This is an optimization exercise on Yosys and OpenROAD, whose aim is small area, a short achievable clock period and few clock cycles, not a production implementation.
Function was checked by simulation only, so behaviour that the tests miss may differ from the original.
Power and IR drop assume default switching activity.

## cedar
## pe_top
module pe_top
(
  input  logic    CLK,
  input  logic    rst_n,
  input  logic    req_valid,
  output logic    req_ready,
  input  pe_pkg::opnd_t   req_a,
  input  pe_pkg::opnd_t   req_b,
  input  pe_pkg::pe_out_t req_d,
  input  logic    req_propagate,
  input  pe_pkg::shift_t  req_shift,
  output logic    res_valid,
  input  logic    res_ready,
  output pe_pkg::pe_out_t res
);
For scale: about 1100 cells after synthesis, roughly 130 flip-flops, roughly 66 I/O pins.
Settings: LEC_CHECK=0, ABC_CLOCK_PERIOD_IN_PS=3300, CAP_MARGIN=20, CORE_MARGIN=2, CORE_UTILIZATION=40, SETUP_SLACK_MARGIN=3.8, SLEW_MARGIN=20; clock period 7.0 ns.
run.sh (not shown) runs the stock make flow with config.mk's settings and CLKGATE_MAP_FILE= SYNTH_SCRIPT=/design/flow/synth_recipe.tcl, a recipe that flattens the netlist after the stock synthesis.
Testbench counts of cedar, summed over its fixed seeds: cycles 12,016.
Edits applied to the flow inputs when going from cedar to pine:
--- a/flow/design.v
+++ b/flow/design.v
@@ -342,26 +342,28 @@
   assign pp[28] = zs35;
   assign pp[29] = zc35;
   assign pp[30] = zs36;
   assign pp[31] = zc36;
   assign pp[32] = zs37;
   assign pp[33] = zc37;
   assign pp[34] = pp_7_7;
   assign pp[35] = 1'b1;
 endmodule
 module mac_acc
 (
   input  logic [35:0] pp,
-  input  logic [31:0] base,
-  output logic [31:0] y
+  input  logic [15:0] base,
+  output logic [15:0] y,
+  output logic        inc,
+  output logic        dec
 );
   logic ys0;
   logic yc0;
   assign ys0 = pp[9] ^ pp[10];
   assign yc0 = pp[9] & pp[10];
   logic ys1;
   logic yc1;
   assign ys1 = pp[12] ^ pp[13] ^ pp[14];
   assign yc1 = (pp[12] & pp[13]) | (pp[12] & pp[14]) | (pp[13] & pp[14]);
   logic ys2;
   logic yc2;
   assign ys2 = pp[15] ^ pp[16] ^ pp[17];
@@ -460,29 +462,27 @@
   assign r1 = {ys24, ys23, ys22, ys21, ys20, ys19, ys18, ys17, ys16, ys15, ys14, ys13, ys12, ys11, base[1], base[0]};
   assign lo = {1'b0, r0} + {1'b0, r1};
   logic [1:0] kc;
   assign kc = {yc24, lo[16]};
   logic k0, k2;
   assign k0 = (kc == '0);
   always_comb begin
     k2 = 1'b0;
     for (int i = 0; i < 2; i++)
       for (int j = i + 1; j < 2; j++)
         k2 = k2 | (kc[i] & kc[j]);
   end
-  logic [15:0] hi_inc, hi_dec, hi;
-  assign hi_inc = base[31:16] + 16'd1;
-  assign hi_dec = base[31:16] - 16'd1;
-  assign hi = k2 ? hi_inc : (k0 ? hi_dec : base[31:16]);
-  assign y = {hi, lo[15:0]};
+  assign y = lo[15:0];
+  assign inc = k2;
+  assign dec = k0;
 endmodule
 `timescale 1ns/10ps
 module round_sat_stage
 (
   input  logic signed [31:0] x,
   input  logic [4:0]         shift,
   output logic [18:0]        y,        
   output logic               up        
 );
   logic [32:0] x0;
   logic [34:0] t16;
   logic [26:0] t8;
@@ -534,32 +534,39 @@
   output logic    res_valid,
   input  logic    res_ready,
   output pe_pkg::pe_out_t res
 );
   localparam int PPW = 36;
   logic        v0;
   logic [PPW-1:0] pp0;      
   logic [PPW-1:0] pp_in;
   logic [18:0] d0;
   logic        f0;           
   logic [4:0]  s0;
   logic        last_prop;
-  logic [31:0] acc;
+  logic [15:0] acc_lo;
+  logic [15:0] acc_hi;       
+  logic        acc_inc;      
+  logic        acc_dec;      
+  logic [15:0] hi_res;       
+  logic [31:0] acc;          
   logic [18:0] pre;
   logic [18:0] res_q;        
   logic        up_q;
   logic        slot;         
   logic        adv;          
   logic [31:0] base;
-  logic [31:0] sum;
+  logic [15:0] sum_lo;
+  logic        sum_inc;
+  logic        sum_dec;
   logic [18:0] rs_y;
   logic        rs_up;
   assign slot      = !res_valid || res_ready;
   assign adv       = v0 && slot;
   assign req_ready = !v0 || slot;
   always_ff @(posedge CLK or negedge rst_n) begin
     if (!rst_n) begin
       v0        <= 1'b0;
       last_prop <= 1'b0;
     end else if (req_ready) begin
       v0 <= req_valid;
       if (req_valid) last_prop <= req_propagate;
@@ -569,45 +576,64 @@
     if (req_ready) begin
       pp0 <= pp_in;
       d0 <= req_d;
       f0 <= req_propagate ^ last_prop;
       s0 <= req_shift;
     end
   end
   mac_pp pp_i (
     .a  (req_a),
     .b  (req_b),
     .pp (pp_in)
   );
+  always_comb begin
+    logic ones, zeros;
+    ones  = 1'b1;
+    zeros = 1'b1;
+    for (int i = 0; i < 16; i++) begin
+      hi_res[i] = acc_hi[i] ^ ((acc_inc && ones) || (acc_dec && zeros));
+      ones  = ones && acc_hi[i];
+      zeros = zeros && !acc_hi[i];
+    end
+  end
+  assign acc  = {hi_res, acc_lo};
   assign base = f0 ? {{13{pre[18]}}, pre} : acc;
   mac_acc mac_i (
     .pp   (pp0),
-    .base (base),
-    .y    (sum)
+    .base (base[15:0]),
+    .y    (sum_lo),
+    .inc  (sum_inc),
+    .dec  (sum_dec)
   );
   round_sat_stage round_i (
     .x     (acc),
     .shift (s0),
     .y     (rs_y),
     .up    (rs_up)
   );
   always_ff @(posedge CLK or negedge rst_n) begin
     if (!rst_n) begin
-      acc       <= '0;
+      acc_lo    <= '0;
+      acc_hi    <= '0;
+      acc_inc   <= 1'b0;
+      acc_dec   <= 1'b0;
       pre       <= '0;
       res_valid <= 1'b0;
     end else begin
       if (slot) res_valid <= v0;
       if (adv) begin
-        acc <= sum;
+        acc_lo  <= sum_lo;
+        acc_hi  <= base[31:16];
+        acc_inc <= sum_inc;
+        acc_dec <= sum_dec;
         pre <= d0;
       end
     end
   end
   always_ff @(posedge CLK) begin
     if (slot) begin
       res_q <= f0 ? rs_y : pre;
       up_q  <= f0 && rs_up;
     end
   end
   assign res = res_q + 19'(up_q);
 endmodule
--- outcome ---
The combined flip-flop and latch cell area reported for pine is greater than that of cedar by about 1.7%.
Relative area change from synthesis to final layout ended up 5.5 points higher on pine than on cedar.
pine ended with more count of clock buffers in the final design than cedar.
The post-synthesis instance total reported for pine is greater than that of cedar by 3.2%.
Kind of critical path = register to register: cedar; kind of critical path = register to primary output: pine
Higher wire length of the first global-routing pass among pine and cedar: pine
Summary of the comparison: fraction of standard cell area in multi-input logic is higher in pine, relative to cedar.
A most common cell after layout, fill and taps aside of sky130_fd_sc_hd__buf_4 is what pine shows, while sky130_fd_sc_hd__nand2_1 belongs to cedar.
Testbench counts of pine, summed over its fixed seeds: cycles 12,016.

* * *

Setup of delta:
Another version of the RTL of pe_top (not shown whole).
Size: ~130 flip-flops.
==> module pe_top, before the edit <==
module pe_top
(
  input  logic    CLK,
  input  logic    rst_n,
  input  logic    req_valid,
  output logic    req_ready,
  input  pe_pkg::opnd_t   req_a,
  input  pe_pkg::opnd_t   req_b,
  input  pe_pkg::pe_out_t req_d,
  input  logic    req_propagate,
  input  pe_pkg::shift_t  req_shift,
  output logic    res_valid,
  input  logic    res_ready,
  output pe_pkg::pe_out_t res
);
  localparam int PPW = 36;
  logic        v0;
  logic [PPW-1:0] pp0;      
  logic [PPW-1:0] pp_in;
  logic [18:0] d0;
  logic        f0;           
  logic [4:0]  s0;
  logic        last_prop;
  logic [31:0] acc;
  logic [18:0] pre;
  logic        slot;         
  logic        adv;          
  logic [31:0] base;
  logic [31:0] sum;
  logic [18:0] rs_y;
  assign slot      = !res_valid || res_ready;
  assign adv       = v0 && slot;
  assign req_ready = !v0 || slot;
  always_ff @(posedge CLK or negedge rst_n) begin
    if (!rst_n) begin
      v0        <= 1'b0;
      last_prop <= 1'b0;
    end else if (req_ready) begin
      v0 <= req_valid;
      if (req_valid) last_prop <= req_propagate;
    end
  end
  always_ff @(posedge CLK) begin
    if (req_valid && req_ready) begin
      pp0 <= pp_in;
      d0 <= req_d;
      f0 <= req_propagate ^ last_prop;
      s0 <= req_shift;
    end
  end
  mac_pp pp_i (
    .a  (req_a),
    .b  (req_b),
    .pp (pp_in)
  );
  assign base = f0 ? {{13{pre[18]}}, pre} : acc;
  mac_acc mac_i (
    .pp   (pp0),
    .base (base),
    .y    (sum)
  );
  round_sat_stage round_i (
    .x     (acc),
    .shift (s0),
    .y     (rs_y)
  );
  always_ff @(posedge CLK or negedge rst_n) begin
    if (!rst_n) begin
      acc       <= '0;
      pre       <= '0;
      res_valid <= 1'b0;
    end else begin
      if (slot) res_valid <= v0;
      if (adv) begin
        acc <= sum;
        pre <= d0;
      end
    end
  end
  always_ff @(posedge CLK) begin
    if (slot) begin
      res <= f0 ? rs_y : pre;
    end
  end
endmodule
clock: 7.0 ns
lec_check: 0
abc_area: 1
cap_margin: 20
core_margin: 2
core_utilization: 60
cts_buf_list: sky130_fd_sc_hd__clkbuf_4 sky130_fd_sc_hd__clkbuf_8
setup_slack_margin: 3.3
slew_margin: 20
standard.sh (not shown) runs the stock make flow with config.mk's settings and CLKGATE_MAP_FILE= SYNTH_SCRIPT=/design/flow/synth_recipe.tcl, a recipe that flattens the netlist after the stock synthesis.
==> flow/flow/run.sh <==
#!/bin/bash
# The standard layout (standard.sh) with two changes:
#  - synthesis is the standard flow's synthesis script with ABC's mapping script replaced
#    by flow/abc_map_area.script (area-oriented mapping); registers are the
#    same as the standard synthesis's;
#  - the port buffers are inserted as the smallest buffer cell (the repair
#    steps resize them where timing needs it).
set -euo pipefail
here=$(pwd)
export BUFFER_PORTS_ARGS="-buffer_cell sky130_fd_sc_hd__buf_1"
export MY_ABC_SCRIPT="$here/flow/abc_map_area.script"
bash standard.sh SYNTH_SCRIPT="$here/flow/synth.tcl" finish > standard_flow.log 2>&1
==> flow/flow/abc_map_area.script <==
strash
dch
map -a
topo
stime -c
buffer -c
upsize -c
dnsize -c
==> flow/flow/synth.tcl <==
# The standard flow's synthesis script (synth_recipe.tcl), with ABC's mapping script
# replaced by flow/abc_map_area.script: area-oriented mapping (map -a).
proc synth {args} { yosys synth -nofsm -noshare {*}$args }
proc abc {args} {
  set i [lsearch $args -script]
  if { $i >= 0 && [info exists ::env(MY_ABC_SCRIPT)] } {
    lset args [expr {$i + 1}] $::env(MY_ABC_SCRIPT)
  }
  yosys abc {*}$args
}
source $::env(SCRIPTS_DIR)/synth.tcl
# left out here: clear keep_hierarchy, flatten, clean up, hide names made inside functions, write 1_2_yosys.v
Testbench counts of delta, summed over its fixed seeds: cycles 12,016.
Inputs modified between delta and ember:
--- a/flow/design.v
+++ b/flow/design.v
@@ -553,11 +553,11 @@
       v0 <= req_valid;
       if (req_valid) last_prop <= req_propagate;
     end
   end
   always_ff @(posedge CLK) begin
-    if (req_valid && req_ready) begin
+    if (req_ready) begin
       pp0 <= pp_in;
       d0 <= req_d;
       f0 <= req_propagate ^ last_prop;
       s0 <= req_shift;
     end
--- outcome ---
ember: done, clean on timing, DRC and antenna
Re count of final setup violators: no difference whatsoever between delta and ember.
Going from delta to ember, global-route usage closely matched the old numbers, cell count decreased by 28 relative to the old numbers.
Row power per cell area: ember higher / delta lower
The depth of the worst register-to-register path in delta is 0.885 times that in ember.
Sort delta and ember by iteration count of the initial detailed-routing pass, descending, and delta comes first.
On data arrival time of the critical path: between delta and ember, it ends up lower for ember.
ember consumes more power than delta does.
Compared ember vs delta, and critical path depth is down in ember.
Across both runs, routed wire length on met3 was lower for ember than for delta.
In ember the count of buffering cells on the critical path with inverters included turned out 3 lower than in delta.
Routed wire in ember totals less than in delta.
Testbench counts of ember, summed over its fixed seeds: cycles 12,016.

* * *

## run a
Another version of the RTL of pe_top (not shown whole).
Size: about 1300 cells after synthesis, roughly 140 flip-flops, ~66 I/O pins, roughly 0.010 mm^2 of cells after synthesis.
==> module round_sat_stage, before the edit <==
module round_sat_stage
(
  input  logic signed [31:0] x,
  input  logic [4:0]         shift,
  output logic [18:0]        y,        
  output logic               up        
);
  logic [32:0] x0;
  logic [34:0] t16;
  logic [26:0] t8;
  logic [22:0] t4;
  logic [20:0] t2;
  logic [19:0] t1;
  logic        sticky;
  logic [13:0] above;      
  logic        hi_ok;      
  logic        rnd;
  logic [18:0] q;
  always_comb begin
    x0 = {x, 1'b0};
    for (int i = 0; i < 35; i++)
      t16[i] = shift[4] ? ((i + 16 < 33) ? x0[i+16] : x[31]) : ((i < 33) ? x0[i] : x[31]);
    for (int i = 0; i < 27; i++) t8[i] = shift[3] ? t16[i+8] : t16[i];
    for (int i = 0; i < 23; i++) t4[i] = shift[2] ? t8[i+4]  : t8[i];
    for (int i = 0; i < 21; i++) t2[i] = shift[1] ? t4[i+2]  : t4[i];
    for (int i = 0; i < 20; i++) t1[i] = shift[0] ? t2[i+1]  : t2[i];
    q = t1[19:1];
    sticky = (shift[4] && (|x0[15:0])) || (shift[3] && (|t16[7:0])) ||
             (shift[2] && (|t8[3:0]))  || (shift[1] && (|t4[1:0])) ||
             (shift[0] && t2[0]);
    above[13] = 1'b0;
    for (int k = 12; k >= 0; k--) above[k] = above[k+1] | (x[18+k] ^ x[31]);
    hi_ok = (shift >= 5'd14) ? 1'b1 : !above[shift[3:0]];
    rnd = t1[0] && (sticky || t1[1]);
    if (!hi_ok) begin
      y  = x[31] ? 19'h40000 : 19'h3ffff;
      up = 1'b0;
    end else begin
      y  = q;
      up = rnd && (q != 19'h3ffff);
    end
  end
endmodule
==> module pe_top, before the edit <==
module pe_top
(
  input  logic    CLK,
  input  logic    rst_n,
  input  logic    req_valid,
  output logic    req_ready,
  input  pe_pkg::opnd_t   req_a,
  input  pe_pkg::opnd_t   req_b,
  input  pe_pkg::pe_out_t req_d,
  input  logic    req_propagate,
  input  pe_pkg::shift_t  req_shift,
  output logic    res_valid,
  input  logic    res_ready,
  output pe_pkg::pe_out_t res
);
  localparam int PPW = 36;
  logic        v0;
  logic [PPW-1:0] pp0;      
  logic [PPW-1:0] pp_in;
  logic [18:0] d0;
  logic        f0;           
  logic [4:0]  s0;
  logic        last_prop;
  logic [15:0] acc_lo;
  logic [15:0] acc_hi;       
  logic        acc_inc;      
  logic        acc_dec;      
  logic [15:0] hi_res;       
  logic [31:0] acc;          
  logic [18:0] pre;
  logic [18:0] res_q;        
  logic        up_q;
  logic        slot;         
  logic        adv;          
  logic [31:0] base;
  logic [15:0] sum_lo;
  logic        sum_inc;
  logic        sum_dec;
  logic [18:0] rs_y;
  logic        rs_up;
  assign slot      = !res_valid || res_ready;
  assign adv       = v0 && slot;
  assign req_ready = !v0 || slot;
  always_ff @(posedge CLK or negedge rst_n) begin
    if (!rst_n) begin
      v0        <= 1'b0;
      last_prop <= 1'b0;
    end else if (req_ready) begin
      v0 <= req_valid;
      if (req_valid) last_prop <= req_propagate;
    end
  end
  always_ff @(posedge CLK) begin
    if (req_ready) begin
      pp0 <= pp_in;
      d0 <= req_d;
      f0 <= req_propagate ^ last_prop;
      s0 <= req_shift;
    end
  end
  mac_pp pp_i (
    .a  (req_a),
    .b  (req_b),
    .pp (pp_in)
  );
  always_comb begin
    logic ones, zeros;
    ones  = 1'b1;
    zeros = 1'b1;
    for (int i = 0; i < 16; i++) begin
      hi_res[i] = acc_hi[i] ^ ((acc_inc && ones) || (acc_dec && zeros));
      ones  = ones && acc_hi[i];
      zeros = zeros && !acc_hi[i];
    end
  end
  assign acc  = {hi_res, acc_lo};
  assign base = f0 ? {{13{pre[18]}}, pre} : acc;
  mac_acc mac_i (
    .pp   (pp0),
    .base (base[15:0]),
    .y    (sum_lo),
    .inc  (sum_inc),
    .dec  (sum_dec)
  );
  round_sat_stage round_i (
    .x     (acc),
    .shift (s0),
    .y     (rs_y),
    .up    (rs_up)
  );
  always_ff @(posedge CLK or negedge rst_n) begin
    if (!rst_n) begin
      acc_lo    <= '0;
      acc_hi    <= '0;
      acc_inc   <= 1'b0;
      acc_dec   <= 1'b0;
      pre       <= '0;
      res_valid <= 1'b0;
    end else begin
      if (slot) res_valid <= v0;
      acc_hi  <= (adv && f0) ? base[31:16] : hi_res;
      acc_inc <= adv && sum_inc;
      acc_dec <= adv && sum_dec;
      if (adv) begin
        acc_lo  <= sum_lo;
        pre     <= d0;
      end
    end
  end
  always_ff @(posedge CLK) begin
    if (slot) begin
      res_q <= f0 ? rs_y : pre;
      up_q  <= f0 && rs_up;
    end
  end
  assign res = res_q + 19'(up_q);
endmodule
==> flow/config.mk <==
export PLATFORM = sky130hd
export DESIGN_NAME = pe_top
export DESIGN_NICKNAME = pe_top
export VERILOG_FILES = /design/flow/design.v
export SDC_FILE = /design/flow/constraint.sdc
export NUM_CORES = 4
export LEC_CHECK = 0
export ABC_AREA = 1
export CAP_MARGIN = 20
export CORE_MARGIN = 2
export CORE_UTILIZATION = 60
export CTS_BUF_LIST = sky130_fd_sc_hd__clkbuf_4 sky130_fd_sc_hd__clkbuf_8
export SETUP_SLACK_MARGIN = 3.3
export SLEW_MARGIN = 20
==> flow/constraint.sdc <==
create_clock -name core_clock -period 7.0 [get_ports {CLK}]
set_input_delay 1.4000 -clock core_clock [delete_from_list [all_inputs] [get_ports {CLK}]]
set_output_delay 1.4000 -clock core_clock [all_outputs]
set_load 0.01 [all_outputs]
==> flow/flow/run.sh <==
#!/bin/bash
# The standard layout, with the port buffers inserted as the smallest
# buffer cell (the repair steps resize them where timing needs it).
set -euo pipefail
export BUFFER_PORTS_ARGS="-buffer_cell sky130_fd_sc_hd__buf_1"
bash standard.sh finish > standard_flow.log 2>&1
Testbench counts of run a, summed over its fixed seeds: cycles 12,016.
Relative to run a, the following input files were edited for run b:
diff --git a/flow/design.v b/flow/design.v
--- a/flow/design.v
+++ b/flow/design.v
@@ -480,8 +480,7 @@
 (
   input  logic signed [31:0] x,
   input  logic [4:0]         shift,
-  output logic [18:0]        y,        
-  output logic               up        
+  output logic [18:0]        y
 );
   logic [32:0] x0;
   logic [34:0] t16;
@@ -510,13 +509,12 @@
     for (int k = 12; k >= 0; k--) above[k] = above[k+1] | (x[18+k] ^ x[31]);
     hi_ok = (shift >= 5'd14) ? 1'b1 : !above[shift[3:0]];
     rnd = t1[0] && (sticky || t1[1]);
-    if (!hi_ok) begin
-      y  = x[31] ? 19'h40000 : 19'h3ffff;
-      up = 1'b0;
-    end else begin
-      y  = q;
-      up = rnd && (q != 19'h3ffff);
-    end
+    if (!hi_ok)
+      y = x[31] ? 19'h40000 : 19'h3ffff;
+    else if (rnd && q != 19'h3ffff)
+      y = q + 19'd1;
+    else
+      y = q;
   end
 endmodule
 `timescale 1ns/10ps
@@ -550,8 +548,6 @@
   logic [15:0] hi_res;       
   logic [31:0] acc;          
   logic [18:0] pre;
-  logic [18:0] res_q;        
-  logic        up_q;
   logic        slot;         
   logic        adv;          
   logic [31:0] base;
@@ -559,7 +555,6 @@
   logic        sum_inc;
   logic        sum_dec;
   logic [18:0] rs_y;
-  logic        rs_up;
   assign slot      = !res_valid || res_ready;
   assign adv       = v0 && slot;
   assign req_ready = !v0 || slot;
@@ -607,8 +602,7 @@
   round_sat_stage round_i (
     .x     (acc),
     .shift (s0),
-    .y     (rs_y),
-    .up    (rs_up)
+    .y     (rs_y)
   );
   always_ff @(posedge CLK or negedge rst_n) begin
     if (!rst_n) begin
@@ -620,20 +614,18 @@
       res_valid <= 1'b0;
     end else begin
       if (slot) res_valid <= v0;
-      acc_hi  <= (adv && f0) ? base[31:16] : hi_res;
-      acc_inc <= adv && sum_inc;
-      acc_dec <= adv && sum_dec;
       if (adv) begin
         acc_lo  <= sum_lo;
-        pre     <= d0;
+        acc_hi  <= base[31:16];
+        acc_inc <= sum_inc;
+        acc_dec <= sum_dec;
+        pre <= d0;
       end
     end
   end
   always_ff @(posedge CLK) begin
     if (slot) begin
-      res_q <= f0 ? rs_y : pre;
-      up_q  <= f0 && rs_up;
+      res <= f0 ? rs_y : pre;
     end
   end
-  assign res = res_q + 19'(up_q);
 endmodule
[summary]
- Run b ended up with more standard cells than run a.
- In the metrics for run a and run b, the one carrying the higher post-layout instance area is run b.
- | worst setup slack | run b vs run a | 0.16 ns higher |
- met3 track utilization from global routing for run b: 0.42 points down relative to run a
- Compared with run a, run b shows register-to-register slack lower by 0.02 ns.
- The global-route usage of run b is higher than that of run a.
- Side by side, fmax turned out higher in run b than in run a.
- Higher post-synthesis cell count was reported by run b, not run a.
- Run a → run b: utilization climbed 1.4 points; share of synthesized cell area in full adder, half adder and majority cells fell 0.75 points; total number of vias climbed 12%.
Testbench counts of run b, summed over its fixed seeds: cycles 12,016.

## what the ideal ports hide
The results above use ideal ports. As a check the final layouts listed here were re-extracted and re-timed, cells and wires unchanged.
Step 1 (the two cells are an assumption about what drives the block):
set clk [get_ports {CLK}]
set_driving_cell -lib_cell sky130_fd_sc_hd__clkbuf_16 $clk
set_driving_cell -lib_cell sky130_fd_sc_hd__buf_2 [delete_from_list [all_inputs] $clk]
Step 2 moves the port delays by t, midway between the first and last clock arrival at a register: inputs arrive t later, outputs are due t later. That takes back most of the time a late clock gives input paths.
Slacks: ideal ports / drivers / drivers and shift; pairs: ideal ports / drivers.
| run | shift t [ns] | setup WS [ns] | worst setup path at the end | latest minus earliest clock arrival (ns) | cell pins on the clock port's net |
|---|---|---|---|---|---|
| cedar | 0.472 | 3.306 / 3.306 / 3.084 | input to register | 0.015 / 0.015 | 1 |
| pine | 0.460 | 3.486 / 3.441 / 3.084 | input to register | 0.012 / 0.012 | 1 |
| delta | 0.497 | 3.195 / 3.195 / 2.910 | input to register | 0.020 / 0.019 | 1 |
| ember | 0.503 | 3.401 / 3.384 / 2.918 | input to register | 0.025 / 0.024 | 1 |
| run a | 0.487 | 3.220 / 3.182 / 2.926 | input to register | 0.016 / 0.015 | 1 |
| run b | 0.487 | 3.385 / 3.402 / 2.915 | input to register | 0.027 / 0.027 | 1 |
After both steps every run listed still meets setup and hold. For ember, which loses most, drivers alone change the setup slack by -0.017 ns; drivers and shift together by -0.483 ns.
